Source: an optimization exercise on an open RTL-to-GDS flow (aim: small area). Production flows keep margins and buffers that such runs may drop.
Where RTL was checked, it was by simulation tests only, not by an equivalence proof against the original.
The RTL of runs 3 to 5 was laid out without a check of its function.
The flow treats the clock pin as an ideal source, which a real chip does not have.
Power figures rest on the tool's default switching activity, not on a simulated workload.

`flow/standard.sh`:
```
#!/bin/bash
# synth_recipe.tcl (not shown) runs the flow's synth.tcl, then flattens the netlist and writes it again
# the make line also repeats each setting of config.mk as NAME=value (left out here)
make -C /OpenROAD-flow-scripts/flow DESIGN_CONFIG=/design/flow/config.mk WORK_HOME=/design/flow/orfs CLKGATE_MAP_FILE= SYNTH_SCRIPT=/design/flow/synth_recipe.tcl "${@:-finish}"
```
`flow/constraint.sdc`:
```
create_clock -name core_clock -period 20.0 [get_ports {i_clk}]
set_input_delay 4.0000 -clock core_clock [delete_from_list [all_inputs] [get_ports {i_clk}]]
set_output_delay 4.0000 -clock core_clock [all_outputs]
set_load 0.01 [all_outputs]
```
`flow/design.v`:
```
`default_nettype none
package afc_pkg;
    localparam int PHASE_BITS_DEF = 16;
    localparam int LEVEL_BITS_DEF = 8;
    localparam int IN_DATA_W  = 8;
    localparam int OUT_DATA_W = 16;
    localparam int CFG_IDX_W  = 3;
    localparam int CFG_DATA_W = 16;
    localparam int LED_W      = 8;
    localparam logic [1:0] MODE_STARTUP = 2'd0;
    localparam logic [1:0] MODE_READY   = 2'd1;
    localparam logic [1:0] MODE_ARMED   = 2'd2;
    localparam logic [1:0] MODE_FIRING  = 2'd3;
    localparam logic [2:0] MSG_NONE     = 3'd0;
    localparam logic [2:0] MSG_READY    = 3'd1;
    localparam logic [2:0] MSG_ARMED    = 3'd2;
    localparam logic [2:0] MSG_DISARMED = 3'd3;
    localparam logic [2:0] MSG_FIRING   = 3'd4;
    localparam logic [2:0] MSG_FIRED    = 3'd5;
    localparam logic [CFG_IDX_W-1:0] CFG_STARTUP_MS  = 3'd0;
    localparam logic [CFG_IDX_W-1:0] CFG_FIRING_MS   = 3'd1;
    localparam logic [CFG_IDX_W-1:0] CFG_DEBOUNCE_MS = 3'd2;
    localparam logic [CFG_IDX_W-1:0] CFG_BLINK_MS    = 3'd3;
    localparam logic [CFG_IDX_W-1:0] CFG_PHASE_STEP  = 3'd4;
    localparam logic [15:0] STARTUP_MS_RST  = 16'd1000;
    localparam logic [15:0] FIRING_MS_RST   = 16'd5000;
    localparam logic [15:0] DEBOUNCE_MS_RST = 16'd1000;
    localparam logic [9:0]  BLINK_MS_RST    = 10'd100;
    localparam logic [12:0] PHASE_STEP_RST  = 13'd5;
endpackage
`default_nettype wire
`default_nettype none
import afc_pkg::*;
module arm_fire_controller_core #(
    parameter int PHASE_BITS = afc_pkg::PHASE_BITS_DEF,
    parameter int LEVEL_BITS = afc_pkg::LEVEL_BITS_DEF
) (
    input  wire logic                            i_clk,
    input  wire logic                            i_rst_n,
    input  wire logic                            i_cfg_valid,
    output logic                                 o_cfg_ready,
    input  wire logic [afc_pkg::CFG_IDX_W-1:0]   i_cfg_index,
    input  wire logic [afc_pkg::CFG_DATA_W-1:0]  i_cfg_data,
    input  wire logic                            i_s_tvalid,
    output logic                                 o_s_tready,
    input  wire logic [afc_pkg::IN_DATA_W-1:0]   i_s_tdata,
    output logic                                 o_m_tvalid,
    input  wire logic                            i_m_tready,
    output logic [afc_pkg::OUT_DATA_W-1:0]       o_m_tdata,
    output logic                                 o_m_tlast
);
    logic [15:0] r_startup_ms;
    logic [15:0] r_firing_ms;
    logic [15:0] r_debounce_ms;
    logic [9:0]  r_blink_ms;
    logic [12:0] r_phase_step;
    logic [4:0]  cfg_we;
    logic [15:0] cfg_d0, cfg_d1;
    assign cfg_d0 = i_cfg_data & {16{i_rst_n}};      
    assign cfg_d1 = i_cfg_data | {16{!i_rst_n}};     
    always_comb begin
        for (int i = 0; i < 5; i++)
            cfg_we[i] = !i_rst_n || (i_cfg_valid && i_cfg_index == 3'(i));
    end
    function automatic logic [15:0] cfg_mix(input logic [15:0] rv);
        for (int b = 0; b < 16; b++) cfg_mix[b] = rv[b] ? cfg_d1[b] : cfg_d0[b];
    endfunction
    always_ff @(posedge i_clk) begin
        if (cfg_we[0]) r_startup_ms  <= cfg_mix(STARTUP_MS_RST);
        if (cfg_we[1]) r_firing_ms   <= cfg_mix(FIRING_MS_RST);
        if (cfg_we[2]) r_debounce_ms <= cfg_mix(DEBOUNCE_MS_RST);
        if (cfg_we[3]) r_blink_ms    <= cfg_mix({6'd0, BLINK_MS_RST}) & 16'h03FF;
        if (cfg_we[4]) r_phase_step  <= cfg_mix({3'd0, PHASE_STEP_RST}) & 16'h1FFF;
    end
    logic [1:0]  r_mode;
    logic        r_blink;
    logic [15:0] r_since;       
    logic [15:0] r_pt;          
    logic [9:0]  r_bt;
    logic        r_z;           
    logic [5:0]  r_cnt;
    logic        r_cs, r_ges, r_cp, r_gep, r_cb, r_geb;
    logic [11:0] r_acc;         
    logic        r_ov;
    logic [1:0]  r_w;           
    logic sw, press;
    assign sw    = i_s_tdata[0];
    assign press = i_s_tdata[1];
    logic run, p1, p2, mult, strm, c0, acc_cyc, acc_init;
    logic [3:0] k;
    assign run  = i_s_tvalid && !r_ov;
    assign k    = r_cnt[3:0];
    assign c0   = (r_cnt == 6'd0);
    assign p1   = run && (r_cnt[5:4] == 2'd0);
    assign p2   = run && (r_cnt[5:4] != 2'd0);
    assign mult = (r_cnt[5:4] == 2'd1) && (k >= 4'd6);
    assign strm = r_cnt[5];
    assign acc_init = run && (r_cnt[5:4] == 2'd1) && !mult;
    assign acc_cyc = (r_cnt == 6'd55);
    assign o_cfg_ready = 1'b1;
    assign o_s_tready  = acc_cyc;
    logic [15:0] blink16, step16, sel16;
    logic deb_k, lim_k, blk_k, stp_k, deb_all1;
    assign blink16  = {6'd0, r_blink_ms};
    assign step16   = {3'd0, r_phase_step};
    assign sel16    = r_mode[0] ? r_firing_ms : r_startup_ms;
    assign deb_k    = r_debounce_ms[k];
    assign lim_k    = sel16[k];
    assign blk_k    = blink16[k];
    assign stp_k    = step16[k];
    assign deb_all1 = &r_debounce_ms;
    logic armed;
    assign armed = (r_mode == MODE_ARMED);
    logic since_rd, pt_rd, bt_rd;
    logic cs_e, ges_e, cp_e, gep_e, cb_e, geb_e;
    logic since_n, pt_b, pt_n, bt_n;
    assign since_rd = r_since[0] && !r_z;
    assign pt_rd    = r_pt[0] && !r_z;
    assign bt_rd    = r_bt[0];
    assign cs_e  = c0 ? 1'b1   : r_cs;
    assign ges_e = c0 ? 1'b1   : r_ges;
    assign cp_e  = c0 ? !armed : r_cp;
    assign gep_e = c0 ? 1'b1   : r_gep;
    assign cb_e  = c0 ? 1'b1   : r_cb;
    assign geb_e = c0 ? 1'b1   : r_geb;
    assign since_n = since_rd ^ cs_e;
    assign pt_b    = armed && stp_k;
    assign pt_n    = pt_rd ^ pt_b ^ cp_e;
    assign bt_n    = bt_rd ^ cb_e;
    logic trig, fire_go, pdone, bdone, keep_arm, new_firing, new_blink;
    logic clr_pt, clr_bt, set_since;
    logic [1:0] new_mode;
    logic [1:0] w0;
    assign trig      = press && r_ges && !(r_cs && deb_all1);
    assign fire_go   = trig && armed;
    assign pdone     = r_gep;
    assign bdone     = r_geb;
    assign keep_arm  = armed && !sw && !fire_go;
    assign new_firing = fire_go || (r_mode == MODE_FIRING && !pdone);
    assign new_blink  = fire_go || (bdone ^ r_blink);
    assign clr_pt    = fire_go || (r_mode == MODE_READY) ||
                       (pdone && (r_mode == MODE_STARTUP || r_mode == MODE_FIRING));
    assign clr_bt    = (r_mode != MODE_FIRING) || bdone || pdone;
    assign set_since = trig || r_cs;
    always_comb begin
        new_mode = r_mode;
        w0       = 2'd0;
        if (fire_go) begin
            new_mode = MODE_FIRING;
            w0       = 2'd1;
        end else begin
            case (r_mode)
                MODE_STARTUP: if (pdone) begin
                    new_mode = MODE_READY;
                    w0       = 2'd1;
                end
                MODE_READY: if (!sw) begin
                    new_mode = MODE_ARMED;
                    w0       = 2'd1;
                end
                MODE_ARMED: if (sw) begin
                    new_mode = MODE_READY;
                    w0       = 2'd3;
                end
                default: if (pdone) begin
                    new_mode = MODE_ARMED;
                    w0       = sw ? 2'd2 : 2'd3;
                end
            endcase
        end
    end
    logic        neg, q1;
    logic [3:0]  m, seg_j;
    logic [9:0]  l;
    logic [15:0] tab_a;
    logic [11:0] tab_d;
    assign neg   = !r_pt[14];
    assign q1    = r_pt[15] ^ r_pt[14];
    assign m     = r_pt[13:10];
    assign l     = r_pt[9:0];
    assign seg_j = m ^ {4{neg}};
    always_comb begin
        case (seg_j)
            4'd0: begin tab_a = 16'd0; tab_d = 12'd3212; end
            4'd1: begin tab_a = 16'd3212; tab_d = 12'd3181; end
            4'd2: begin tab_a = 16'd6393; tab_d = 12'd3119; end
            4'd3: begin tab_a = 16'd9512; tab_d = 12'd3028; end
            4'd4: begin tab_a = 16'd12540; tab_d = 12'd2907; end
            4'd5: begin tab_a = 16'd15447; tab_d = 12'd2758; end
            4'd6: begin tab_a = 16'd18205; tab_d = 12'd2583; end
            4'd7: begin tab_a = 16'd20788; tab_d = 12'd2382; end
            4'd8: begin tab_a = 16'd23170; tab_d = 12'd2160; end
            4'd9: begin tab_a = 16'd25330; tab_d = 12'd1916; end
            4'd10: begin tab_a = 16'd27246; tab_d = 12'd1653; end
            4'd11: begin tab_a = 16'd28899; tab_d = 12'd1375; end
            4'd12: begin tab_a = 16'd30274; tab_d = 12'd1083; end
            4'd13: begin tab_a = 16'd31357; tab_d = 12'd781; end
            4'd14: begin tab_a = 16'd32138; tab_d = 12'd472; end
            default: begin tab_a = 16'd32610; tab_d = 12'd158; end
        endcase
    end
    logic        fk;
    logic [15:0] l16;
    logic [11:0] addend;
    logic [12:0] acc_sum;
    logic [12:0] acc_c;
    assign l16     = {l, 6'd0};           
    assign fk      = mult && (l16[k] ^ neg);
    assign addend  = fk ? tab_d : 12'd0;
    assign acc_c[0] = 1'b0;
    for (genvar b = 0; b < 12; b++) begin : g_add
        assign acc_sum[b]  = r_acc[b] ^ addend[b] ^ acc_c[b];
        assign acc_c[b+1]  = (r_acc[b] & addend[b]) | (r_acc[b] & acc_c[b]) | (addend[b] & acc_c[b]);
    end
    assign acc_sum[12] = acc_c[12];
    logic a_k, o_k, s_k, y_k, d_k, lvl_in;
    assign a_k = !r_cnt[4] && tab_a[k];
    assign o_k = r_acc[0] && r_cnt[4:0] < 5'd12;
    assign s_k = a_k ^ o_k ^ r_cp;
    assign d_k = r_acc[4] && r_cnt[4:0] >= 5'd8;
    assign y_k = d_k ^ s_k ^ r_cb;
    assign lvl_in = !r_cnt[4] ? s_k :
                    new_firing ? new_blink :
                    (keep_arm && (y_k ^ !q1 ^ acc_cyc));
    always_ff @(posedge i_clk) begin
        if (!i_rst_n) begin
            r_cnt <= 6'd0;
        end else if (run) begin
            if (acc_cyc)               r_cnt <= 6'd0;
            else                       r_cnt <= r_cnt + 6'd1;
        end
        if (!i_rst_n) begin
            r_z <= 1'b1;
        end else if (p1 && k == 4'd15) begin
            r_z <= 1'b0;
        end
        if (p1) begin
            r_since <= {since_n, r_since[15:1]};
        end else if (p2 && set_since) begin
            r_since <= {!trig, r_since[15:1]};
        end
        if (p1) begin
            r_pt <= {pt_n, r_pt[15:1]};
        end else if (p2 && clr_pt) begin
            r_pt <= {1'b0, r_pt[15:1]};
        end
        if (p1 && k < 4'd10) begin
            r_bt <= {bt_n, r_bt[9:1]};
        end else if (p2 && clr_bt) begin
            r_bt <= {1'b0, r_bt[9:1]};
        end
        if (p1) begin
            r_cs  <= cs_e && since_rd;
            r_ges <= (since_rd ^ deb_k) ? since_rd : ges_e;
            r_cp  <= (pt_rd & pt_b) | (pt_rd & cp_e) | (pt_b & cp_e);
            r_gep <= (pt_n ^ lim_k) ? pt_n : gep_e;
            if (k < 4'd10) begin
                r_cb  <= cb_e && bt_rd;
                r_geb <= (bt_n ^ blk_k) ? bt_n : geb_e;
            end
        end else if (mult) begin
            r_cp <= 1'b0;
            r_cb <= !q1;
        end else if (strm) begin
            r_cp <= (a_k & o_k) | (a_k & r_cp) | (o_k & r_cp);
            r_cb <= (!d_k & s_k) | (!d_k & r_cb) | (s_k & r_cb);
        end
        if (acc_init) begin
            r_acc <= neg ? tab_d : 12'd0;
        end else if (run && (mult || strm)) begin
            r_acc <= {(strm ? lvl_in : acc_sum[12]), acc_sum[11:1]};
        end
        if (!i_rst_n) begin
            r_mode <= MODE_STARTUP;
            r_ov   <= 1'b0;
        end else if (run && acc_cyc) begin
            r_mode <= new_mode;
            r_ov   <= 1'b1;
        end else if (r_ov && i_m_tready && r_w != 2'd3) begin
            r_ov   <= 1'b0;
        end
        if (run && acc_cyc) begin
            r_blink <= new_blink;
            r_w     <= w0;
        end else if (r_ov && i_m_tready && r_w == 2'd3) begin
            r_w     <= 2'd1;
        end
    end
    logic [2:0] msg;
    always_comb begin
        case (r_w)
            2'd0:    msg = MSG_NONE;
            2'd1:    msg = (r_mode == MODE_READY) ? MSG_READY :
                           (r_mode == MODE_ARMED) ? MSG_ARMED : MSG_FIRING;
            2'd2:    msg = MSG_FIRED;
            default: msg = (r_mode == MODE_READY) ? MSG_DISARMED : MSG_FIRED;
        endcase
    end
    assign o_m_tvalid = r_ov;
    assign o_m_tlast  = (r_w != 2'd3);
    assign o_m_tdata  = {2'b00, msg, r_acc[11:4], 1'b1, r_mode};
endmodule
`default_nettype wire
```
`flow/config.mk`:
```
export PLATFORM = sky130hd
export DESIGN_NAME = arm_fire_controller_core
export DESIGN_NICKNAME = arm_fire_controller_core
export VERILOG_FILES = /design/flow/design.v
export SDC_FILE = /design/flow/constraint.sdc
export NUM_CORES = 4
export LEC_CHECK = 0
export ABC_AREA = 1
export CAP_MARGIN = 20
export CORE_MARGIN = 2
export CORE_UTILIZATION = 60
export SLEW_MARGIN = 20
export BUFFER_PORTS_ARGS = -buffer_cell sky130_fd_sc_hd__buf_1
export CTS_ARGS = -sink_clustering_enable -repair_clock_nets -root_buf sky130_fd_sc_hd__clkbuf_16 -buf_list sky130_fd_sc_hd__clkbuf_4 -sink_clustering_max_diameter 25 -dont_use_dummy_load
```
`flow/flow/run.sh`:
```
#!/bin/bash
# Own flow: the standard flow with smaller port buffers and a lighter
# clock tree (no dummy loads). Each tool's output goes to its own log here.
cp standard.sh standard.sh.txt
cat >> config.mk <<'EOT'
export BUFFER_PORTS_ARGS = -buffer_cell sky130_fd_sc_hd__buf_1
export CTS_ARGS = -sink_clustering_enable -repair_clock_nets -root_buf sky130_fd_sc_hd__clkbuf_16 -buf_list sky130_fd_sc_hd__clkbuf_4 -sink_clustering_max_diameter 25 -dont_use_dummy_load
EOT
bash standard.sh > standard.log 2>&1
```
==> results.py, run 1 <==
metrics = {
    "cells_and_area": {
        "drive_above_1_share": 0.08629,
        "fillerInstances": 1025,
        "multi_input_area_um2": 2766,
        "finalNetCount": 855,
        "insertedDiodeCount": 0,
        "fin_util": 0.6493,
        "final_area_um2": 7864,
        "syn_to_final_growth_pct": 4.454,
        "stdcell_count": 956,
        "final-seq-area_um2": 4224,
    },
    "worst_setup_path": {
        "r2r_end": "r_acc[10]",
        "cp_cell_sequence": "xnor2_1 > inv_1 > ha_1 > nand2_1 > nand2_1 > a21oi_1 > nor2_2 > fa_1 > fa_1 > fa_1 > fa_1 > fa_1 > fa_1 > fa_1 > fa_1 > fa_1 > fa_1 > inv_1 > fa_1 > o22ai_1",
        "crit_slowest_cell": "edfxtp_1",
        "start_kind": "flop",
        "crit_family": "adder cells",
        "r2r_setup_slack_ns": 12.67,
        "cp_common_cell": "fa_1",
        "critPathKind": "flop to flop",
        "cp_num_buf_inv": 2,
        "worstPathRequired_ns": 20.19,
        "cp.arrival_ns": 7.52,
        "crit_path_end_kind": "flop",
        "max_stage_delay_ns": 0.62,
        "r2r-start": "r_pt[14]",
        "r2r_cells": 20,
        "critPathMaxFanout": 11,
    },
    "cts": {
        "clock_tree.buffer_depth": 2,
        "tritoncts": "built",
        "cts_buffers": 17,
        "clock_latency_ns": 0.37,
        "clock-sinks": 144,
        "path_clk_slew_ns": 0.11,
        "ctsRootBufferMaster": "clkbuf_16",
        "cts_resized": 0,
        "hold_buffers": 0,
        "post_cts_buffers": 0,
        "cts_max_level": 4,
    },
    "timing": {
        "slew_violations": 0,
        "finalHoldViolCount": 0,
        "rsz0062_at_grt": "false",
        "period_share": 0.3665,
        "period_needed_ns": 7.330,
        "worstMarginPinSlew_ns": 0.9377,
        "slew_headroom": 0.3748,
        "finClkSkew_ns": 0.03181,
        "setup-violations-final": 0,
        "max_freq_mhz": 136.4,
        "fin_tns_setup_ns": 0,
    },
    "power": {
        "clkPwrFrac": 0.230,
        "peakVddDrop_v": 0.00005084,
        "pwr-share-comb": 0.152,
        "p_total_mw": 0.5833,
        "switching_power_mw": 0.1575,
        "pwr_density_cell_nw_per_um2": 74.18,
        "leakage_nw": 3.240,
        "p_sw_frac": 0.2700,
        "intPower_mw": 0.4258,
        "seq_power_share": 0.619,
    },
    "min_path": {
        "hold_depth": 0,
        "min_path_type": "flop to flop",
        "worstHoldEndpoint": "r_since[11]",
        "holdCritStartpoint": "r_since[12]",
    },
    "drt": {
        "wl_per_cell_um": 17.39,
        "drt_iter0_drc": 563,
        "route.top_layer_used": "met4",
        "antenna_left": 0,
        "drt-total-wl_mm": 16.62,
        "drc": 0,
        "viasPerCell": 5.674,
        "drtPass1Iterations": 5,
        "wl_met1_mm": 7.110,
        "wl_met2_mm": 8.200,
        "vias": 5424,
        "wl_met3_um": 949,
    },
    "synth": {
        "yosysWarnings": 1,
        "ys.flop_type": "edfxtp_1",
        "synth-xor-area-share": 0.006980,
        "synth_compound_gate_area_share": 0.09274,
        "async_flop_share": 0,
        "synth-seq-area-share": 0.5611,
        "synth-edff-count": 134,
        "netlist_instances": 758,
        "synth_top_family_by_area": "simple AND/OR/NAND/NOR gates",
        "synth_fa_ha_area_frac": 0.06881,
        "ys_seq_elements": 144,
        "ys_types": 43,
        "avgSynthCellArea_um2": 9.932,
        "netlist_area_um2": 7528,
        "muxShareOfSynthArea": 0,
        "synthSimpleGateAreaFrac": 0.1936,
    },
    "die": {
        "die_h_um": 116.0,
        "start_util": 0.6216,
        "coreArea_um2": 12110,
        "die_area_um2": 13460,
        "ios": 52,
        "die-width_um": 116.0,
        "rows": 40,
    },
    "global_route": {
        "antenna_found_initial": 0,
        "grt-ovfl-total": 0,
        "grt_pass1_wl_mm": 26.76,
        "grt_use_total": 0.2659,
        "grt_max_degree": 30,
        "grt_pass1_vias": 5183,
    },
    "place": {
        "hpwl_mm": 11.76,
        "gp_congestion": 0.8871,
        "place_inst": 939,
        "port_buffers": 41,
        "placedInstanceArea_um2": 7716,
    },
    "flow_run": {
        "maxCapViolCount": 0,
    },
    "status": {
        "outcome": "finished clean",
    },
}
## sequential cells by signal, indices dropped and copies added, names as in the netlist, 2 cells and up
name / count
r_blink_ms: 10
r_pt: 16
r_firing_ms: 16
r_since: 16
r_mode: 2
r_w: 2
r_phase_step: 13
r_debounce_ms: 16
r_acc: 12
r_cnt: 6
r_bt: 10
r_startup_ms: 16
## power groups by stage
stage	logic, mW	registers [mW]	clock network [mW]
floorplan	0.0661	0.364	0
global placement	0.0861	0.367	0
detailed placement	0.0874	0.367	0
CTS	0.0878	0.361	0.136
global route	0.0995	0.363	0.146
finish	0.0884	0.361	0.134
## cells by family after synthesis
kind of cell / after synthesis
buffers and inverters: 119
adders and majority gates: 33
other: 2
AOI/OAI and AO/OA: 115
DFF: 144
and+or+nand+nor: 339
xor gates and xnor gates: 6
## per-stage QoR
stage	hold WS, ns	worst slack (ns)
after floorplan	0.4003	13.56
after global placement	0.4033	12.81
after detailed placement	0.4051	12.71
after CTS	0.4112	12.69
after global routing	0.4091	12.34
final	0.4070	12.67
## synthesized netlist by cell type, types with 4 or more instances
cell type    n  area (um^2)
a21oi_1     25        125.1
edfxtp_1   134         4024
nand4_1      9        56.30
inv_1       75        281.5
nand2_1    204        765.7
o211ai_1     6        45.04
nor2_2      14        87.58
o21ai_0     40        200.2
a22oi_1     16        120.1
clkbuf_1     6        22.52
buf_4       21        157.7
dfxtp_1     10        200.2
a31oi_1      6        37.54
buf_2        6        30.03
buf_6        5        56.30
nor2_1      44        165.2
o22ai_1      4        25.02
nor3_1       7        35.03
fa_1        14        280.3
o31ai_1      5        37.54
xor2_1       4        35.03
or2_2       12        75.07
ha_1        19        237.7
nand3_1     43        215.2
inv_2        4        15.01
## worst max-delay path by stage
stage | from | slack [ns] | depth (start not counted) | end
after global routing | r_pt[14] | 12.34 | 20 | r_acc[10]
final | r_pt[14] | 12.67 | 20 | r_acc[10]
after CTS | r_pt[14] | 12.69 | 20 | r_acc[10]
after global placement | r_pt[14] | 12.81 | 20 | r_acc[10]
after detailed placement | r_pt[14] | 12.71 | 20 | r_acc[10]
after floorplan | r_pt[14] | 13.56 | 21 | r_acc[10]
## cell type report
class | instances | share of cell area
sequential | 144 | 0.5372
multi-input combinational | 497 | 0.3518
clock buffer | 17 | 0.01846
tap | 168 | 0.02673
inverter | 81 | 0.03866
timing repair buffer | 49 | 0.02721
## layer usage
metal | track usage | vias up
met1 | 0.3523 | 2594
li1 | - | 2612
met2 | 0.4347 | 186
met3 | 0.06747 | 32
met5 | 0 | -
met4 | 0.08571 | 0
## cell usage in the layout (no fill, tap or decap), drive strengths merged, types with 2 or more instances in the layout
cell,instances
o21ai,44
xnor2,2
o211ai,6
or2,12
nor3,7
nand2,206
xor2,4
dfxtp,10
nor2,60
a31oi,6
fa,14
nand4,10
a22oi,17
inv,79
buf,49
conb,4
o22ai,4
clkinv,2
o31ai,6
nand3,44
a21oi,25
clkbuf,17
ha,19
edfxtp,134
==> run 2, diff against run 1 <==
==> flow/flow/run.sh (replaced) <==
#!/bin/bash
# Own flow: the standard flow with smaller port buffers and a lighter
# clock tree (no dummy loads). Each tool's output goes to its own log here.
cp standard.sh standard.sh.txt
cat >> config.mk <<'EOT'
export BUFFER_PORTS_ARGS = -buffer_cell sky130_fd_sc_hd__buf_1
export CTS_ARGS = -sink_clustering_enable -repair_clock_nets -root_buf sky130_fd_sc_hd__clkbuf_16 -buf_list sky130_fd_sc_hd__clkbuf_8 -sink_clustering_size 20 -dont_use_dummy_load
EOT
bash standard.sh > standard.log 2>&1
--- a/flow/config.mk
+++ b/flow/config.mk
@@ -11,4 +11,4 @@
 export CORE_UTILIZATION = 60
 export SLEW_MARGIN = 20
 export BUFFER_PORTS_ARGS = -buffer_cell sky130_fd_sc_hd__buf_1
-export CTS_ARGS = -sink_clustering_enable -repair_clock_nets -root_buf sky130_fd_sc_hd__clkbuf_16 -buf_list sky130_fd_sc_hd__clkbuf_4 -sink_clustering_max_diameter 25 -dont_use_dummy_load
+export CTS_ARGS = -sink_clustering_enable -repair_clock_nets -root_buf sky130_fd_sc_hd__clkbuf_16 -buf_list sky130_fd_sc_hd__clkbuf_8 -sink_clustering_size 20 -dont_use_dummy_load
==> run 2 against run 1 <==
Compared with the run above:
- power rose by 6.8%
- sequential power about the same
- worst setup slack better by 0.039 ns
- global-route usage is 0.053 points higher
- cell count stayed put
- fmax up 0.54%
- critical endpoint unchanged
- largest power group unchanged
- highest routed layer unchanged
==> results.py, run 2 <==
metrics = {
    "synth": {
        "yosys.area.top_type_share": 0.5345,
        "synth-edff-count": 134,
        "yosysWarnings": 1,
        "ys_seq_elements": 144,
        "netlist_instances": 758,
        "synth_area_leaders": "edfxtp_1 (53%), nand2_1 (10%), inv_1 (3.7%), fa_1 (3.7%), ha_1 (3.2%)",
        "synth-seq-area-share": 0.5611,
        "avgSynthCellArea_um2": 9.932,
        "synth_most_common_cell": "nand2_1",
        "ys.flop_type": "edfxtp_1",
        "netlist_area_um2": 7528,
        "synth_commonest_cells": "nand2_1 (204), edfxtp_1 (134), inv_1 (75)",
        "async_flop_share": 0,
        "synth_top_area_cell": "edfxtp_1",
        "ys_types": 43,
    },
    "timing": {
        "fin_tns_setup_ns": 0,
        "period_needed_ns": 7.290,
        "period_share": 0.3645,
        "rsz0062_at_grt": "false",
        "worstMarginPinSlew_ns": 0.9364,
        "finalHoldViolCount": 0,
        "max_freq_mhz": 137.2,
        "slew_violations": 0,
        "setup-violations-final": 0,
        "finClkSkew_ns": 0.02376,
        "slew_headroom": 0.3758,
    },
    "min_path": {
        "hold_depth": 0,
        "min_path_type": "flop to flop",
        "worstHoldEndpoint": "r_since[0]",
        "holdCritStartpoint": "r_since[1]",
    },
    "cts": {
        "cts_buffers": 17,
        "hold_buffers": 0,
        "post_cts_buffers": 0,
        "path_clk_slew_ns": 0.07,
        "cts_resized": 0,
        "clock_tree.buffer_depth": 2,
        "tritoncts": "built",
        "clock_latency_ns": 0.38,
        "ctsRootBufferMaster": "clkbuf_16",
        "clock-sinks": 144,
        "cts_max_level": 4,
    },
    "die": {
        "coreArea_um2": 12110,
        "rows": 40,
        "die_h_um": 116.0,
        "start_util": 0.6216,
        "die_area_um2": 13460,
        "ios": 52,
        "die-width_um": 116.0,
    },
    "cells_and_area": {
        "final-seq-area_um2": 4224,
        "insertedDiodeCount": 0,
        "layout_common_cells": "nand2_1 (204), edfxtp_1 (134), inv_1 (75)",
        "final_common_cell": "nand2_1",
        "finalNetCount": 855,
        "fillerInstances": 1004,
        "multi_input_area_um2": 2766,
        "syn_to_final_growth_pct": 5.784,
        "drive_above_1_share": 0.08629,
        "final_area_um2": 7964,
    },
    "worst_setup_path": {
        "cp_num_buf_inv": 2,
        "max_stage_delay_ns": 0.62,
        "critPathMaxFanout": 11,
        "cp_cell_sequence": "xnor2_1 > inv_1 > ha_1 > nand2_1 > nand2_1 > a21oi_1 > nor2_2 > fa_1 > fa_1 > fa_1 > fa_1 > fa_1 > fa_1 > fa_1 > fa_1 > fa_1 > fa_1 > inv_1 > fa_1 > o22ai_1",
        "worstPathRequired_ns": 20.21,
        "cp_common_cell": "fa_1",
        "critPathKind": "flop to flop",
        "r2r_cells": 20,
        "r2r_setup_slack_ns": 12.71,
        "cp.arrival_ns": 7.50,
        "crit_family": "adder cells",
        "crit_slowest_cell": "xnor2_1",
        "start_kind": "flop",
        "r2r-start": "r_pt[14]",
        "crit_path_end_kind": "flop",
        "r2r_end": "r_acc[10]",
    },
    "power": {
        "clkPwrFrac": 0.278,
        "intPower_mw": 0.4598,
        "p_total_mw": 0.6230,
        "pwr-share-comb": 0.142,
        "leakage_nw": 3.281,
        "peakVddDrop_v": 0.00008480,
        "pwr_density_cell_nw_per_um2": 78.23,
        "switching_power_mw": 0.1632,
        "seq_power_share": 0.580,
        "p_sw_frac": 0.2620,
    },
    "global_route": {
        "grt_max_degree": 30,
        "grt_pass1_wl_mm": 26.79,
        "grt-ovfl-total": 0,
        "antenna_found_initial": 0,
        "grt_use_total": 0.2665,
        "grt_pass1_vias": 5183,
    },
    "place": {
        "gp_congestion": 0.8871,
        "hpwl_mm": 11.76,
        "port_buffers": 41,
        "placedInstanceArea_um2": 7716,
    },
    "drt": {
        "vias": 5378,
        "drt_iter0_drc": 509,
        "antenna_left": 0,
        "drc": 0,
        "wl_per_cell_um": 17.35,
        "drt-total-wl_mm": 16.59,
        "drtPass1Iterations": 5,
        "viasPerCell": 5.626,
    },
    "flow_run": {
        "maxCapViolCount": 0,
    },
    "status": {
        "outcome": "finished clean",
    },
}
==> run 2: cell counts after synthesis <==
No cell type changed its count.
==> run 2: how the worst max path moves through the flow <==
| stage | depth (start not counted) | slack, ns | endpoint | from |
|---|---|---|---|---|
| global placement | 20 | 12.81 | r_acc[10] | r_pt[14] |
| CTS | 20 | 12.69 | r_acc[10] | r_pt[14] |
| floorplan | 21 | 13.56 | r_acc[10] | r_pt[14] |
| finish | 20 | 12.71 | r_acc[10] | r_pt[14] |
| detailed placement | 20 | 12.71 | r_acc[10] | r_pt[14] |
| global route | 20 | 12.35 | r_acc[10] | r_pt[14] |
==> run 2: layout make-up <==
cell class | instances | area share
Tap cell | 168 | 0.02639
Sequential cell | 144 | 0.5304
Timing Repair Buffer | 49 | 0.02687
Multi-Input combinational cell | 497 | 0.3474
Inverter | 81 | 0.03818
Clock buffer | 17 | 0.03079
==> run 2: kinds of logic after synthesis <==
family | synth area share
other | 0.0009975
buffers and inverters | 0.07578
AND/OR/NAND/NOR | 0.1936
XOR/XNOR | 0.006980
AO/OA/AOI/OAI | 0.09274
flip-flops | 0.5611
adder cells (fa/ha/maj) | 0.06881
==> run 2: stage by stage <==
step | hold WS, ns | setup WS, ns | utilization | cells
after global placement | 0.4033 | 12.81 | 0.6371 | 939
after detailed placement | 0.4051 | 12.71 | 0.6371 | 939
after CTS | 0.4147 | 12.69 | 0.6573 | 956
final | 0.4180 | 12.71 | 0.6575 | 956
after floorplan | 0.4003 | 13.56 | - | 760
after global routing | 0.4157 | 12.35 | 0.6575 | 956
==> run 2: metal layers <==
metal	share of wire	wire, um	global-route usage
met1	0.44	7268	0.3547
met2	0.49	8197	0.4366
met3	0.048	794	0.05858
met4	0.020	327	0.09365
met5	0	0	0
==> run 2: power by group through the flow <==
stage          sequential [mW]  clock, mW  combinational (mW)
2_1_floorplan            0.364          0              0.0661
3_3_place_gp             0.367          0              0.0861
3_5_place_dp             0.367          0              0.0874
4_1_cts                  0.361      0.175              0.0878
5_1_grt                  0.363      0.185              0.0995
6_report                 0.361      0.173              0.0884
==> run 3, diff against run 2 <==
--- a/flow/design.v
+++ b/flow/design.v
@@ -73,14 +73,14 @@
         if (cfg_we[4]) r_phase_step  <= cfg_mix({3'd0, PHASE_STEP_RST}) & 16'h1FFF;
     end
     logic [1:0]  r_mode;
-    logic        r_blink;
     logic [15:0] r_since;       
     logic [15:0] r_pt;          
     logic [9:0]  r_bt;
     logic        r_z;           
     logic [5:0]  r_cnt;
     logic        r_cs, r_ges, r_cp, r_gep, r_cb, r_geb;
-    logic [11:0] r_acc;         
+    logic [3:0]  r_acl;
+    logic [7:0]  r_lvl;
     logic        r_ov;
     logic [1:0]  r_w;           
     logic sw, press;
@@ -137,7 +137,7 @@
     assign bdone     = r_geb;
     assign keep_arm  = armed && !sw && !fire_go;
     assign new_firing = fire_go || (r_mode == MODE_FIRING && !pdone);
-    assign new_blink  = fire_go || (bdone ^ r_blink);
+    assign new_blink  = fire_go || (bdone ^ r_lvl[0]);
     assign clr_pt    = fire_go || (r_mode == MODE_READY) ||
                        (pdone && (r_mode == MODE_STARTUP || r_mode == MODE_FIRING));
     assign clr_bt    = (r_mode != MODE_FIRING) || bdone || pdone;
@@ -207,17 +207,22 @@
     assign l16     = {l, 6'd0};           
     assign fk      = mult && (l16[k] ^ neg);
     assign addend  = fk ? tab_d : 12'd0;
+    function automatic logic accq(input int b);
+        logic [11:0] q;
+        q = {r_lvl, r_acl};
+        accq = q[b];
+    endfunction
     assign acc_c[0] = 1'b0;
     for (genvar b = 0; b < 12; b++) begin : g_add
-        assign acc_sum[b]  = r_acc[b] ^ addend[b] ^ acc_c[b];
-        assign acc_c[b+1]  = (r_acc[b] & addend[b]) | (r_acc[b] & acc_c[b]) | (addend[b] & acc_c[b]);
+        assign acc_sum[b]  = accq(b) ^ addend[b] ^ acc_c[b];
+        assign acc_c[b+1]  = (accq(b) & addend[b]) | (accq(b) & acc_c[b]) | (addend[b] & acc_c[b]);
     end
     assign acc_sum[12] = acc_c[12];
     logic a_k, o_k, s_k, y_k, d_k, lvl_in;
     assign a_k = !r_cnt[4] && tab_a[k];
-    assign o_k = r_acc[0] && r_cnt[4:0] < 5'd12;
+    assign o_k = r_acl[0] && r_cnt[4:0] < 5'd12;
     assign s_k = a_k ^ o_k ^ r_cp;
-    assign d_k = r_acc[4] && r_cnt[4:0] >= 5'd8;
+    assign d_k = r_lvl[0] && r_cnt[4:0] >= 5'd8;
     assign y_k = d_k ^ s_k ^ r_cb;
     assign lvl_in = !r_cnt[4] ? s_k :
                     new_firing ? new_blink :
@@ -252,23 +257,30 @@
         if (p1) begin
             r_cs  <= cs_e && since_rd;
             r_ges <= (since_rd ^ deb_k) ? since_rd : ges_e;
-            r_cp  <= (pt_rd & pt_b) | (pt_rd & cp_e) | (pt_b & cp_e);
             r_gep <= (pt_n ^ lim_k) ? pt_n : gep_e;
             if (k < 4'd10) begin
-                r_cb  <= cb_e && bt_rd;
                 r_geb <= (bt_n ^ blk_k) ? bt_n : geb_e;
             end
+        end
+        if (p1) begin
+            r_cp <= (pt_rd & pt_b) | (pt_rd & cp_e) | (pt_b & cp_e);
+            r_cb <= cb_e && bt_rd;
         end else if (mult) begin
             r_cp <= 1'b0;
             r_cb <= !q1;
-        end else if (strm) begin
+        end else begin
             r_cp <= (a_k & o_k) | (a_k & r_cp) | (o_k & r_cp);
             r_cb <= (!d_k & s_k) | (!d_k & r_cb) | (s_k & r_cb);
         end
         if (acc_init) begin
-            r_acc <= neg ? tab_d : 12'd0;
-        end else if (run && (mult || strm)) begin
-            r_acc <= {(strm ? lvl_in : acc_sum[12]), acc_sum[11:1]};
+            r_acl <= neg ? tab_d[3:0] : 4'd0;
+        end else begin
+            r_acl <= acc_sum[4:1];
+        end
+        if (acc_init && armed) begin
+            r_lvl <= neg ? tab_d[11:4] : 8'd0;
+        end else if (run && ((armed && mult) || strm) && (armed || r_cnt[4])) begin
+            r_lvl <= {(strm ? lvl_in : acc_sum[12]), acc_sum[11:5]};
         end
         if (!i_rst_n) begin
             r_mode <= MODE_STARTUP;
@@ -280,7 +292,6 @@
             r_ov   <= 1'b0;
         end
         if (run && acc_cyc) begin
-            r_blink <= new_blink;
             r_w     <= w0;
         end else if (r_ov && i_m_tready && r_w == 2'd3) begin
             r_w     <= 2'd1;
@@ -298,6 +309,6 @@
     end
     assign o_m_tvalid = r_ov;
     assign o_m_tlast  = (r_w != 2'd3);
-    assign o_m_tdata  = {2'b00, msg, r_acc[11:4], 1'b1, r_mode};
+    assign o_m_tdata  = {2'b00, msg, r_lvl, 1'b1, r_mode};
 endmodule
 `default_nettype wire
==> flow/flow/run.sh (replaced) <==
#!/bin/bash
# Own flow: the standard flow (standard.sh, unchanged synthesis) with
#  - buf_1 as the port buffer,
#  - a clock tree of clkbuf_4 leaves under a clkbuf_16 root, no dummy loads,
#  - after CTS, leaves that drive more than 9 sinks upsized to clkbuf_8
#    (flow/post_cts.tcl) to keep flip-flop clock slew low.
# All tool output: standard.log here, and ORFS's own logs under orfs/logs.
set -euo pipefail
cp standard.sh standard.sh.txt
cat >> config.mk <<EOT
export BUFFER_PORTS_ARGS = -buffer_cell sky130_fd_sc_hd__buf_1
export CTS_ARGS = -sink_clustering_enable -repair_clock_nets -root_buf sky130_fd_sc_hd__clkbuf_16 -buf_list sky130_fd_sc_hd__clkbuf_4 -dont_use_dummy_load
export POST_CTS_TCL = $PWD/flow/post_cts.tcl
EOT
bash standard.sh > standard.log 2>&1
==> flow/flow/post_cts.tcl (new file) <==
# Upsize clock leaf buffers with a large fanout, then legalize again.
set big [[ord::get_db] findMaster sky130_fd_sc_hd__clkbuf_8]
set n 0
foreach inst [[ord::get_db_block] getInsts] {
  if {[[$inst getMaster] getName] ne "sky130_fd_sc_hd__clkbuf_4"} { continue }
  set fo 0
  foreach it [$inst getITerms] {
    if {[$it isOutputSignal] && [$it getNet] ne "NULL"} {
      set fo [expr {[llength [[$it getNet] getITerms]] - 1}]
    }
  }
  if {$fo > 9} {
    $inst swapMaster $big
    incr n
  }
}
puts "post_cts: upsized $n clock leaf buffers to clkbuf_8"
if {$n > 0} {
  detailed_placement
  check_placement -verbose
  estimate_parasitics -placement
}
--- a/flow/config.mk
+++ b/flow/config.mk
@@ -11,4 +11,5 @@
 export CORE_UTILIZATION = 60
 export SLEW_MARGIN = 20
 export BUFFER_PORTS_ARGS = -buffer_cell sky130_fd_sc_hd__buf_1
-export CTS_ARGS = -sink_clustering_enable -repair_clock_nets -root_buf sky130_fd_sc_hd__clkbuf_16 -buf_list sky130_fd_sc_hd__clkbuf_8 -sink_clustering_size 20 -dont_use_dummy_load
+export CTS_ARGS = -sink_clustering_enable -repair_clock_nets -root_buf sky130_fd_sc_hd__clkbuf_16 -buf_list sky130_fd_sc_hd__clkbuf_4 -dont_use_dummy_load
+export POST_CTS_TCL = /design/flow/flow/post_cts.tcl
==> run 3 against run 2 <==
Compared with the run above:
- still clean
- combinational power rose by 2.8%
- sequential share of layout area fell by 1.9 points
- clock power decreased by 16%
- cell count up 6.2%
- count of clock-buffer cells in the layout unchanged
- non-clock buffer count unchanged
- die area rose by 1.9%
- power shrank 4.7%
- critical path type unchanged
- largest cell class unchanged
==> results.py, run 3 <==
metrics = {
    "power": {
        "pwr_density_cell_nw_per_um2": 73.43,
        "p_total_mw": 0.5935,
        "leakage_nw": 3.423,
        "peakVddDrop_v": 0.00007114,
    },
    "global_route": {
        "antenna_found_initial": 0,
        "grt_pass1_vias": 5525,
        "grt_pass1_wl_mm": 27.88,
        "grt_use_total": 0.2738,
        "grt_max_degree": 30,
        "grt-ovfl-total": 0,
    },
    "die": {
        "die_area_um2": 13710,
        "die-width_um": 117.1,
        "rows": 41,
        "die_h_um": 117.1,
        "start_util": 0.6106,
        "ios": 52,
        "coreArea_um2": 12570,
    },
    "synth": {
        "synth_commonest_cells": "nand2_1 (254), edfxtp_1 (127), inv_1 (72)",
        "synth_most_common_cell": "nand2_1",
        "netlist_area_um2": 7674,
        "synth_area_leaders": "edfxtp_1 (50%), nand2_1 (12%), nand3_1 (4.4%), dfxtp_1 (4.2%), fa_1 (3.7%)",
        "ys_seq_elements": 143,
        "synth-edff-count": 127,
        "async_flop_share": 0,
        "avgSynthCellArea_um2": 9.556,
        "yosys.area.top_type_share": 0.4970,
        "yosysWarnings": 1,
        "ys.flop_type": "edfxtp_1",
        "ys_types": 45,
        "synth_top_area_cell": "edfxtp_1",
        "netlist_instances": 803,
        "synth-seq-area-share": 0.5387,
    },
    "timing": {
        "period_needed_ns": 7.226,
        "max_freq_mhz": 138.4,
        "rsz0062_at_grt": "false",
        "period_share": 0.3613,
        "finClkSkew_ns": 0.03565,
        "setup-violations-final": 0,
        "finalHoldViolCount": 0,
        "worstMarginPinSlew_ns": 1.062,
        "slew_violations": 0,
        "slew_headroom": 0.2896,
        "fin_tns_setup_ns": 0,
    },
    "worst_setup_path": {
        "critPathMaxFanout": 12,
        "cp.arrival_ns": 7.44,
        "crit_slowest_cell": "edfxtp_1",
        "r2r_setup_slack_ns": 12.77,
        "cp_num_buf_inv": 4,
        "crit_path_end_kind": "flop",
        "crit_family": "adder cells",
        "critPathKind": "flop to flop",
        "start_kind": "flop",
        "max_stage_delay_ns": 0.72,
        "worstPathRequired_ns": 20.21,
        "cp_common_cell": "fa_1",
        "cp_cell_sequence": "inv_2 > nand2_1 > nand2_1 > ha_1 > inv_1 > nand3_1 > nand2_1 > o21ai_0 > inv_1 > nor2_2 > fa_1 > fa_1 > fa_1 > fa_1 > fa_1 > fa_1 > fa_1 > fa_1 > fa_1 > fa_1 > inv_1 > fa_1 > o22ai_2",
    },
    "cells_and_area": {
        "stdcell_count": 1015,
        "final_common_cell": "nand2_1",
        "layout_common_cells": "nand2_1 (254), edfxtp_1 (127), inv_1 (72)",
        "finalNetCount": 910,
        "multi_input_area_um2": 3028,
        "final-seq-area_um2": 4134,
        "fin_util": 0.6431,
        "syn_to_final_growth_pct": 5.332,
        "insertedDiodeCount": 0,
        "fillerInstances": 1068,
        "drive_above_1_share": 0.1186,
    },
    "place": {
        "gp_congestion": 0.9300,
        "hpwl_mm": 12.53,
        "port_buffers": 41,
        "place_inst": 998,
    },
    "drt": {
        "drc": 0,
        "wl_per_cell_um": 17.40,
        "drt-total-wl_mm": 17.66,
        "vias": 5678,
        "viasPerCell": 5.594,
        "antenna_left": 0,
        "drtPass1Iterations": 6,
        "drt_iter0_drc": 411,
    },
    "flow_run": {
        "maxCapViolCount": 0,
    },
    "cts": {
        "clock_latency_ns": 0.38,
        "tritoncts": "built",
        "clock-sinks": 143,
        "path_clk_slew_ns": 0.11,
    },
    "min_path": {
        "min_path_type": "flop to flop",
    },
    "status": {
        "outcome": "finished clean",
    },
}
## run 3: cell types whose count changed in the layout (fill, tap and decap cells not counted), moves of 4 or more
cell and delta:
o211ai_1 -4, a22oi_1 -10, dfxtp_1 +6, clkbuf_4 +11, nand3_1 +24, nor2_1 -4, o21ai_0 -20, nand2_2 +8
inv_2 +5, edfxtp_1 -7, nand2_1 +50, clkbuf_8 -11, o21ai_2 +5
## run 3: cell type report
type | count | area share
Sequential cell | 143 | 0.5115
Multi-Input combinational cell | 551 | 0.3746
Inverter | 83 | 0.03901
Tap cell | 172 | 0.02663
Timing Repair Buffer | 49 | 0.02647
Clock buffer | 17 | 0.02183
## run 3: path summary, 6_finish.rpt
kind,start,endpoint,depth (start not counted)
worst max-delay path,r_pt[14],r_lvl[6],23
worst min-delay path,r_since[5],r_since[4],0
worst max register to register,r_pt[14],r_lvl[6],23
worst min register to register,r_since[5],r_since[4],0
## run 3: kinds of logic (layout without fill, tap and decap cells)
kind of cell	count (synthesis)	in the layout	share of synthesized area
AOI/OAI and AO/OA	86	86	0.07044
xor gates and xnor gates	2	2	0.002283
adders and majority gates	33	33	0.06750
buffers and inverters	111	149	0.07027
DFF	143	143	0.5387
other	2	4	0.0009787
and+or+nand+nor	426	426	0.2498
## run 3: stage by stage
stage | setup WS [ns] | area (um^2) | hold WS (ns)
2_1_floorplan | 13.83 | 7681 | 0.4003
3_3_place_gp | 13.01 | 7903 | 0.4047
3_5_place_dp | 12.93 | 7903 | 0.4051
5_1_grt | 12.55 | 8083 | 0.4305
6_report | 12.77 | 8083 | 0.4170
## run 3: report_power, final
group / internal [mW] / switching [mW] / total, mW
Clock: 0.0572 / 0.0881 / 0.145
Sequential: 0.348 / 0.00947 / 0.357
Combinational: 0.0273 / 0.0636 / 0.0909
Total: 0.432 / 0.161 / 0.593
## run 3: worst register-to-register path, cell delays in order (launching register included)
cell and delay [ns]:
edfxtp_1 0.72, inv_2 0.21, nand2_1 0.11, nand2_1 0.21, ha_1 0.30, inv_1 0.11
nand3_1 0.22, nand2_1 0.14, o21ai_0 0.16, inv_1 0.13, nor2_2 0.06, fa_1 0.43
fa_1 0.41, fa_1 0.42, fa_1 0.41, fa_1 0.40, fa_1 0.39, fa_1 0.39
fa_1 0.40, fa_1 0.41, fa_1 0.37, inv_1 0.07, fa_1 0.44, o22ai_2 0.18
## run 3: layer usage
layer  vias up  wire length, um  share of wire  global-route usage
li1       2745                -              -                   -
met1      2671             7535           0.43              0.3555
met2       232             8629           0.49              0.4524
met3        30             1064          0.060             0.06128
met4         0              432          0.024              0.1059
met5         -                0              0                   0
==> run 4, diff against run 3 <==
--- a/flow/design.v
+++ b/flow/design.v
@@ -83,6 +83,7 @@
     logic [7:0]  r_lvl;
     logic        r_ov;
     logic [1:0]  r_w;           
+    assign r_z = !r_ov && (r_w == 2'd3);
     logic sw, press;
     assign sw    = i_s_tdata[0];
     assign press = i_s_tdata[1];
@@ -234,11 +235,6 @@
             if (acc_cyc)               r_cnt <= 6'd0;
             else                       r_cnt <= r_cnt + 6'd1;
         end
-        if (!i_rst_n) begin
-            r_z <= 1'b1;
-        end else if (p1 && k == 4'd15) begin
-            r_z <= 1'b0;
-        end
         if (p1) begin
             r_since <= {since_n, r_since[15:1]};
         end else if (p2 && set_since) begin
@@ -291,10 +287,14 @@
         end else if (r_ov && i_m_tready && r_w != 2'd3) begin
             r_ov   <= 1'b0;
         end
-        if (run && acc_cyc) begin
+        if (!i_rst_n) begin
+            r_w     <= 2'd3;
+        end else if (run && acc_cyc) begin
             r_w     <= w0;
         end else if (r_ov && i_m_tready && r_w == 2'd3) begin
             r_w     <= 2'd1;
+        end else if (p1 && k == 4'd15) begin
+            r_w     <= 2'd0;
         end
     end
     logic [2:0] msg;
==> run 4 against run 3 <==
Compared with the run above:
- cell count shrank 0.79%
- register-to-register slack hardly changed
- still clean
- sequential share of layout area is essentially flat
==> results.py, run 4 <==
metrics = {
    "synth": {
        "synth_commonest_cells": "nand2_1 (258), edfxtp_1 (125), inv_1 (64)",
        "synth-seq-area-share": 0.5410,
        "synth-edff-count": 125,
        "yosys.area.top_type_share": 0.4960,
        "netlist_area_um2": 7567,
        "ys_types": 47,
        "synth_area_leaders": "edfxtp_1 (50%), nand2_1 (13%), dfxtp_1 (4.5%), fa_1 (3.7%), nand3_1 (3.6%)",
        "synth_most_common_cell": "nand2_1",
        "netlist_instances": 794,
        "synth_top_area_cell": "edfxtp_1",
        "avgSynthCellArea_um2": 9.531,
        "async_flop_share": 0,
        "ys.flop_type": "edfxtp_1",
        "yosysWarnings": 1,
        "ys_seq_elements": 142,
    },
    "drt": {
        "antenna_left": 0,
        "drt_iter0_drc": 451,
        "viasPerCell": 5.518,
        "drtPass1Iterations": 5,
        "vias": 5557,
        "wl_per_cell_um": 16.80,
        "drt-total-wl_mm": 16.92,
        "drc": 0,
    },
    "die": {
        "ios": 52,
        "coreArea_um2": 12470,
        "rows": 41,
        "die_area_um2": 13530,
        "die-width_um": 116.3,
        "die_h_um": 116.3,
        "start_util": 0.6070,
    },
    "timing": {
        "slew_violations": 0,
        "finClkSkew_ns": 0.03779,
        "period_needed_ns": 7.218,
        "period_share": 0.3609,
        "fin_tns_setup_ns": 0,
        "rsz0062_at_grt": "false",
        "worstMarginPinSlew_ns": 0.9450,
        "slew_headroom": 0.3691,
        "finalHoldViolCount": 0,
        "setup-violations-final": 0,
        "holdWs_ns": 0.4049,
        "max_freq_mhz": 138.5,
    },
    "worst_setup_path": {
        "r2r_cells": 22,
        "crit_family": "adder cells",
        "cp.arrival_ns": 7.43,
        "worstPathRequired_ns": 20.21,
        "max_stage_delay_ns": 0.80,
        "critPathMaxFanout": 15,
        "crit_path_end_kind": "flop",
        "start_kind": "flop",
        "crit_slowest_cell": "dfxtp_1",
        "cp_num_buf_inv": 2,
        "cp_cell_sequence": "inv_2 > nor2_2 > a22oi_1 > nand2_1 > nand2_1 > nand3_2 > nand2_1 > nand2_2 > nor2_2 > fa_1 > fa_1 > fa_1 > fa_1 > fa_1 > fa_1 > fa_1 > fa_1 > fa_1 > fa_1 > inv_1 > fa_1 > o22ai_2",
        "critPathKind": "flop to flop",
        "cp_common_cell": "fa_1",
        "crit_cells": 22,
    },
    "min_path": {
        "min_path_type": "flop to flop",
        "hold_depth": 0,
    },
    "global_route": {
        "antenna_found_initial": 0,
        "grt_pass1_vias": 5423,
        "grt-ovfl-total": 0,
        "grt_max_degree": 27,
        "grt_use_total": 0.2688,
        "grt_pass1_wl_mm": 27.29,
    },
    "cells_and_area": {
        "final_area_um2": 8003,
        "multi_input_area_um2": 2995,
        "fillerInstances": 1074,
        "syn_to_final_growth_pct": 5.754,
        "insertedDiodeCount": 0,
        "final_common_cell": "nand2_1",
        "finalNetCount": 902,
        "final-seq-area_um2": 4094,
        "layout_common_cells": "nand2_1 (258), edfxtp_1 (125), inv_1 (64)",
        "drive_above_1_share": 0.1126,
    },
    "status": {
        "outcome": "finished clean",
    },
    "cts": {
        "clock-sinks": 142,
        "tritoncts": "built",
        "path_clk_slew_ns": 0.09,
        "clock_latency_ns": 0.37,
    },
    "power": {
        "leakage_nw": 3.397,
        "peakVddDrop_v": 0.00006977,
        "pwr_density_cell_nw_per_um2": 74.04,
    },
    "place": {
        "gp_congestion": 0.8853,
        "placedInstanceArea_um2": 7814,
        "hpwl_mm": 12.18,
        "port_buffers": 41,
    },
    "flow_run": {
        "maxCapViolCount": 0,
    },
}
[run 4: cell types whose count changed in the layout (fill, tap and decap cells not counted), moves of 4 or more]
| cell | delta |
|---|---|
| nand3_1 | -13 |
| nor2_1 | +9 |
| inv_1 | -8 |
| o21ai_0 | +8 |
| a21oi_1 | -5 |
| nand2_1 | +4 |
| nand2_2 | -4 |
[run 4: layout make-up]
type | count | area share
timing repair buffer | 50 | 0.02767
inverter | 76 | 0.03596
tap | 172 | 0.02689
sequential | 142 | 0.5116
clock buffer | 17 | 0.02361
multi-input combinational | 550 | 0.3743
[run 4: final timing paths]
path,startpoint,to,slack (ns)
worst max-delay path,r_cnt[1],r_lvl[6],12.78
worst min-delay path,r_since[5],r_since[4],0.40
worst max register to register,r_cnt[1],r_lvl[6],12.78
worst min register to register,r_since[5],r_since[4],0.40
[run 4: per-layer routing]
layer  wire length [um]  track usage
met5                  0            0
met4                419      0.09444
met3                907      0.06227
met2               8268       0.4477
met1               7323       0.3483
[run 4: kinds of logic after synthesis]
group                      Yosys count  share of synthesized area
xor gates and xnor gates             5                   0.006781
AOI/OAI and AO/OA                   92                    0.07474
adders and majority gates           33                    0.06845
and+or+nand+nor                    416                     0.2426
buffers and inverters              104                    0.06548
DFF                                142                     0.5410
other                                2                  0.0009924
[run 4: power by group]
part           leakage, nW  total (mW)  switching, mW  internal, mW
clock network        0.104       0.148         0.0870        0.0614
logic                 1.94      0.0890         0.0618        0.0272
registers             1.36       0.355        0.00981         0.345
[run 4: stage by stage]
step / total power [mW] / instances / setup slack (ns) / util
finish: 0.5925 / 1007 / 12.78 / 0.6420
global route: 0.6197 / 1007 / 12.44 / 0.6420
detailed placement: 0.4495 / 990 / 12.84 / 0.6268
global placement: 0.4472 / 990 / 12.95 / 0.6268
floorplan: 0.4253 / 796 / 13.64 / -
==> run 5, diff against run 4 <==
--- a/flow/design.v
+++ b/flow/design.v
@@ -73,6 +73,7 @@
         if (cfg_we[4]) r_phase_step  <= cfg_mix({3'd0, PHASE_STEP_RST}) & 16'h1FFF;
     end
     logic [1:0]  r_mode;
+    logic        r_blink;
     logic [15:0] r_since;       
     logic [15:0] r_pt;          
     logic [9:0]  r_bt;
@@ -138,7 +139,7 @@
     assign bdone     = r_geb;
     assign keep_arm  = armed && !sw && !fire_go;
     assign new_firing = fire_go || (r_mode == MODE_FIRING && !pdone);
-    assign new_blink  = fire_go || (bdone ^ r_lvl[0]);
+    assign new_blink  = fire_go || (bdone ^ r_blink);
     assign clr_pt    = fire_go || (r_mode == MODE_READY) ||
                        (pdone && (r_mode == MODE_STARTUP || r_mode == MODE_FIRING));
     assign clr_bt    = (r_mode != MODE_FIRING) || bdone || pdone;
@@ -273,9 +274,9 @@
         end else begin
             r_acl <= acc_sum[4:1];
         end
-        if (acc_init && armed) begin
+        if (acc_init) begin
             r_lvl <= neg ? tab_d[11:4] : 8'd0;
-        end else if (run && ((armed && mult) || strm) && (armed || r_cnt[4])) begin
+        end else if (run && (mult || strm)) begin
             r_lvl <= {(strm ? lvl_in : acc_sum[12]), acc_sum[11:5]};
         end
         if (!i_rst_n) begin
@@ -287,6 +288,9 @@
         end else if (r_ov && i_m_tready && r_w != 2'd3) begin
             r_ov   <= 1'b0;
         end
+        if (run && acc_cyc) begin
+            r_blink <= new_blink;
+        end
         if (!i_rst_n) begin
             r_w     <= 2'd3;
         end else if (run && acc_cyc) begin
==> run 5 against run 4 <==
Compared with the run above:
- core utilization up 1.4 points
- clock power about the same
- flip-flop and latch count increased by 1
- power rose by 1.2%
- first-iteration DRC count increased by 33%
- non-clock buffer count up 1
- cell area shrank 1.2%
- synthesized area shrank 1.5%
- clock skew decreased by 0.0085 ns
- via count is 0.97% higher
- still clean
- sequential power is essentially flat
==> results.py, run 5 <==
metrics = {
    "cts": {
        "path_clk_slew_ns": 0.10,
        "clock-sinks": 143,
        "clock_latency_ns": 0.37,
        "tritoncts": "built",
    },
    "die": {
        "ios": 52,
        "start_util": 0.6183,
        "die_h_um": 115.5,
        "coreArea_um2": 12060,
        "die_area_um2": 13340,
        "rows": 40,
        "die-width_um": 115.5,
    },
    "synth": {
        "synth_most_common_cell": "nand2_1",
        "synth_top_area_cell": "edfxtp_1",
        "yosysWarnings": 1,
        "synth-seq-area-share": 0.5530,
        "async_flop_share": 0,
        "ys.flop_type": "edfxtp_1",
        "synth_commonest_cells": "nand2_1 (201), edfxtp_1 (126), inv_1 (74)",
        "netlist_area_um2": 7457,
        "ys_seq_elements": 143,
        "yosys.area.top_type_share": 0.5074,
        "synth_area_leaders": "edfxtp_1 (51%), nand2_1 (10%), dfxtp_1 (4.6%), nand3_1 (4.2%), fa_1 (3.8%)",
        "avgSynthCellArea_um2": 9.622,
        "synth-edff-count": 126,
        "ys_types": 44,
        "netlist_instances": 775,
    },
    "cells_and_area": {
        "layout_common_cells": "nand2_1 (201), edfxtp_1 (126), inv_1 (74)",
        "fillerInstances": 972,
        "multi_input_area_um2": 2823,
        "insertedDiodeCount": 0,
        "final_common_cell": "nand2_1",
        "final-seq-area_um2": 4124,
        "drive_above_1_share": 0.08456,
        "finalNetCount": 883,
        "syn_to_final_growth_pct": 6.023,
    },
    "timing": {
        "slew_headroom": 0.3565,
        "slew_violations": 0,
        "finClkSkew_ns": 0.02927,
        "period_share": 0.3670,
        "max_freq_mhz": 136.3,
        "worstMarginPinSlew_ns": 0.9651,
        "rsz0062_at_grt": "false",
        "finalHoldViolCount": 0,
        "period_needed_ns": 7.339,
        "worst_slack_ns": 12.66,
        "holdWs_ns": 0.4125,
        "setup-violations-final": 0,
        "fin_tns_setup_ns": 0,
    },
    "drt": {
        "viasPerCell": 5.702,
        "antenna_left": 0,
        "route.top_layer_used": "met4",
        "wl_met3_mm": 1.313,
        "drt_iter0_drc": 601,
        "wl_met2_mm": 7.385,
        "vias": 5611,
        "drt-total-wl_mm": 16.66,
        "drc": 0,
        "drtPass1Iterations": 6,
        "wl_per_cell_um": 16.93,
        "wl_met1_mm": 7.733,
    },
    "global_route": {
        "grt_pass1_wl_mm": 26.49,
        "antenna_found_initial": 0,
        "grt-ovfl-total": 0,
        "grt_use_total": 0.2632,
        "grt_max_degree": 38,
        "grt_pass1_vias": 5266,
    },
    "power": {
        "intPower_mw": 0.4383,
        "pwr-share-comb": 0.159,
        "clkPwrFrac": 0.248,
        "leakage_nw": 3.257,
        "p_sw_frac": 0.2691,
        "pwr_density_cell_nw_per_um2": 75.86,
        "peakVddDrop_v": 0.00005157,
        "seq_power_share": 0.593,
        "switching_power_mw": 0.1614,
    },
    "worst_setup_path": {
        "critPathKind": "flop to flop",
        "start_kind": "flop",
        "critPathMaxFanout": 10,
        "r2r_cells": 22,
        "worstPathRequired_ns": 20.23,
        "r2r-start": "r_pt[14]",
        "cp.arrival_ns": 7.57,
        "r2r_end": "r_lvl[6]",
        "crit_path_end_kind": "flop",
        "r2r_setup_slack_ns": 12.66,
    },
    "flow_run": {
        "maxCapViolCount": 0,
    },
    "place": {
        "pre_cts_slack_ns": 12.75,
        "gp_congestion": 0.8631,
        "port_buffers": 41,
        "hpwl_mm": 11.49,
    },
    "min_path": {
        "hold_depth": 0,
        "worstHoldEndpoint": "r_bt[5]",
        "min_path_type": "flop to flop",
        "holdCritStartpoint": "r_bt[6]",
    },
    "status": {
        "outcome": "finished clean",
    },
}
-- run 5: changes by cell type after synthesis, moves of 4 or more --
cell	delta
o21ai_1	+17
buf_2	+9
inv_1	+10
o21ai_0	+14
nor2_1	+12
o21ai_2	-6
o22ai_1	+8
nand3_1	+8
a22oi_1	-8
buf_4	-8
nand2_1	-57
nor2_2	-13
a21oi_1	-4
-- run 5: cells by family (layout without fill, tap and decap cells) --
kind of cell    after synthesis  count (layout)  share of synthesized area
simple gates                358             358                     0.2045
flops                       143             143                     0.5530
compound gates              116             116                    0.08792
buf+inv                     116             155                    0.07131
fa+ha+maj                    33              33                    0.06946
xor+xnor                      7               7                    0.01275
other cells                   2               4                   0.001007
-- run 5: metal layers --
metal / global-route usage / vias to the layer above
met5: 0 / -
met4: 0.08353 / 0
met3: 0.05962 / 22
met2: 0.3926 / 248
met1: 0.3876 / 2669
li1: - / 2672
-- run 5: area by class of cell --
type                       instances  share of cell area
timing repair buffer              51             0.02896
inverter                          87             0.04194
multi-input combinational        518              0.3570
sequential                       143              0.5216
tap                              168             0.02659
clock buffer                      17             0.02390
-- run 5: per-stage QoR --
| stage | std cells | power [mW] | utilization | cell area [um^2] |
|---|---|---|---|---|
| 2_1_floorplan | 777 | 0.4309 | - | 7465 |
| 3_5_place_dp | 967 | 0.4555 | 0.6398 | 7717 |
| 3_3_place_gp | 967 | 0.4534 | 0.6398 | 7717 |
| 5_1_grt | 984 | 0.6257 | 0.6555 | 7906 |
| 6_report | 984 | 0.5998 | 0.6555 | 7906 |
-- run 5: how the worst max path moves through the flow --
stage | from | to | slack (ns) | cells after the start
finish | r_pt[14] | r_lvl[6] | 12.66 | 22
global route | r_pt[14] | r_lvl[6] | 12.36 | 22
detailed placement | r_pt[14] | r_lvl[6] | 12.75 | 20
global placement | r_pt[14] | r_lvl[6] | 12.82 | 22
floorplan | r_pt[14] | r_lvl[6] | 13.65 | 21
-- run 5: critical path, stage by stage, from the launching register on --
cell and delay (ns):
edfxtp_1 0.70, xnor2_1 0.65, inv_1 0.25, ha_1 0.29, inv_1 0.07, nand2_2 0.06, nor2_1 0.25, o31ai_2 0.12
nand2_1 0.07, nor2_1 0.05, fa_1 0.40, fa_1 0.41, fa_1 0.41, fa_1 0.40, fa_1 0.42, fa_1 0.41
fa_1 0.41, fa_1 0.41, fa_1 0.39, fa_1 0.36, inv_1 0.08, fa_1 0.42, o22ai_1 0.17
-- run 5: power by group through the flow --
stage / sequential [mW] / combinational, mW / clock, mW
after floorplan: 0.360 / 0.0711 / 0
after global placement: 0.362 / 0.0917 / 0
after detailed placement: 0.362 / 0.0932 / 0
after global routing: 0.358 / 0.106 / 0.162
final: 0.356 / 0.0953 / 0.149

afterwards: timing with drivers on the ports:
The flow's constraints put no driver on any port. The routed layouts listed below were extracted and timed again, unchanged, in two steps. Step 1: set_driving_cell puts a clkbuf_16 on i_clk and a buf_2 on each other input, an assumption about the parent block. Step 2 moves the port delays by t, midway between the first and last clock arrival at a register: inputs arrive t later, outputs are due t later. That takes back most of the time a late clock gives input paths. a / b / c = ideal ports / drivers / drivers and shift; a / b = the first two.
run | t (ns) | slack for setup (ns) | clock arrival spread, ns | worst register clock-pin slew, ns | worst slew at a driven data input, ns
run 1 | 0.399 | 12.670 / 12.670 / 12.670 | 0.031 / 0.032 | 0.12 / 0.12 | 0.03
run 2 | 0.406 | 12.710 / 12.710 / 12.710 | 0.023 / 0.023 | 0.08 / 0.08 | 0.03
run 3 | 0.402 | 12.774 / 12.774 / 12.774 | 0.035 / 0.035 | 0.11 / 0.11 | 0.04
run 4 | 0.397 | 12.782 / 12.782 / 12.782 | 0.038 / 0.038 | 0.10 / 0.10 | 0.03
run 5 | 0.401 | 12.661 / 12.661 / 12.661 | 0.029 / 0.029 | 0.10 / 0.10 | 0.04
After both steps setup and hold are still met in every run listed.
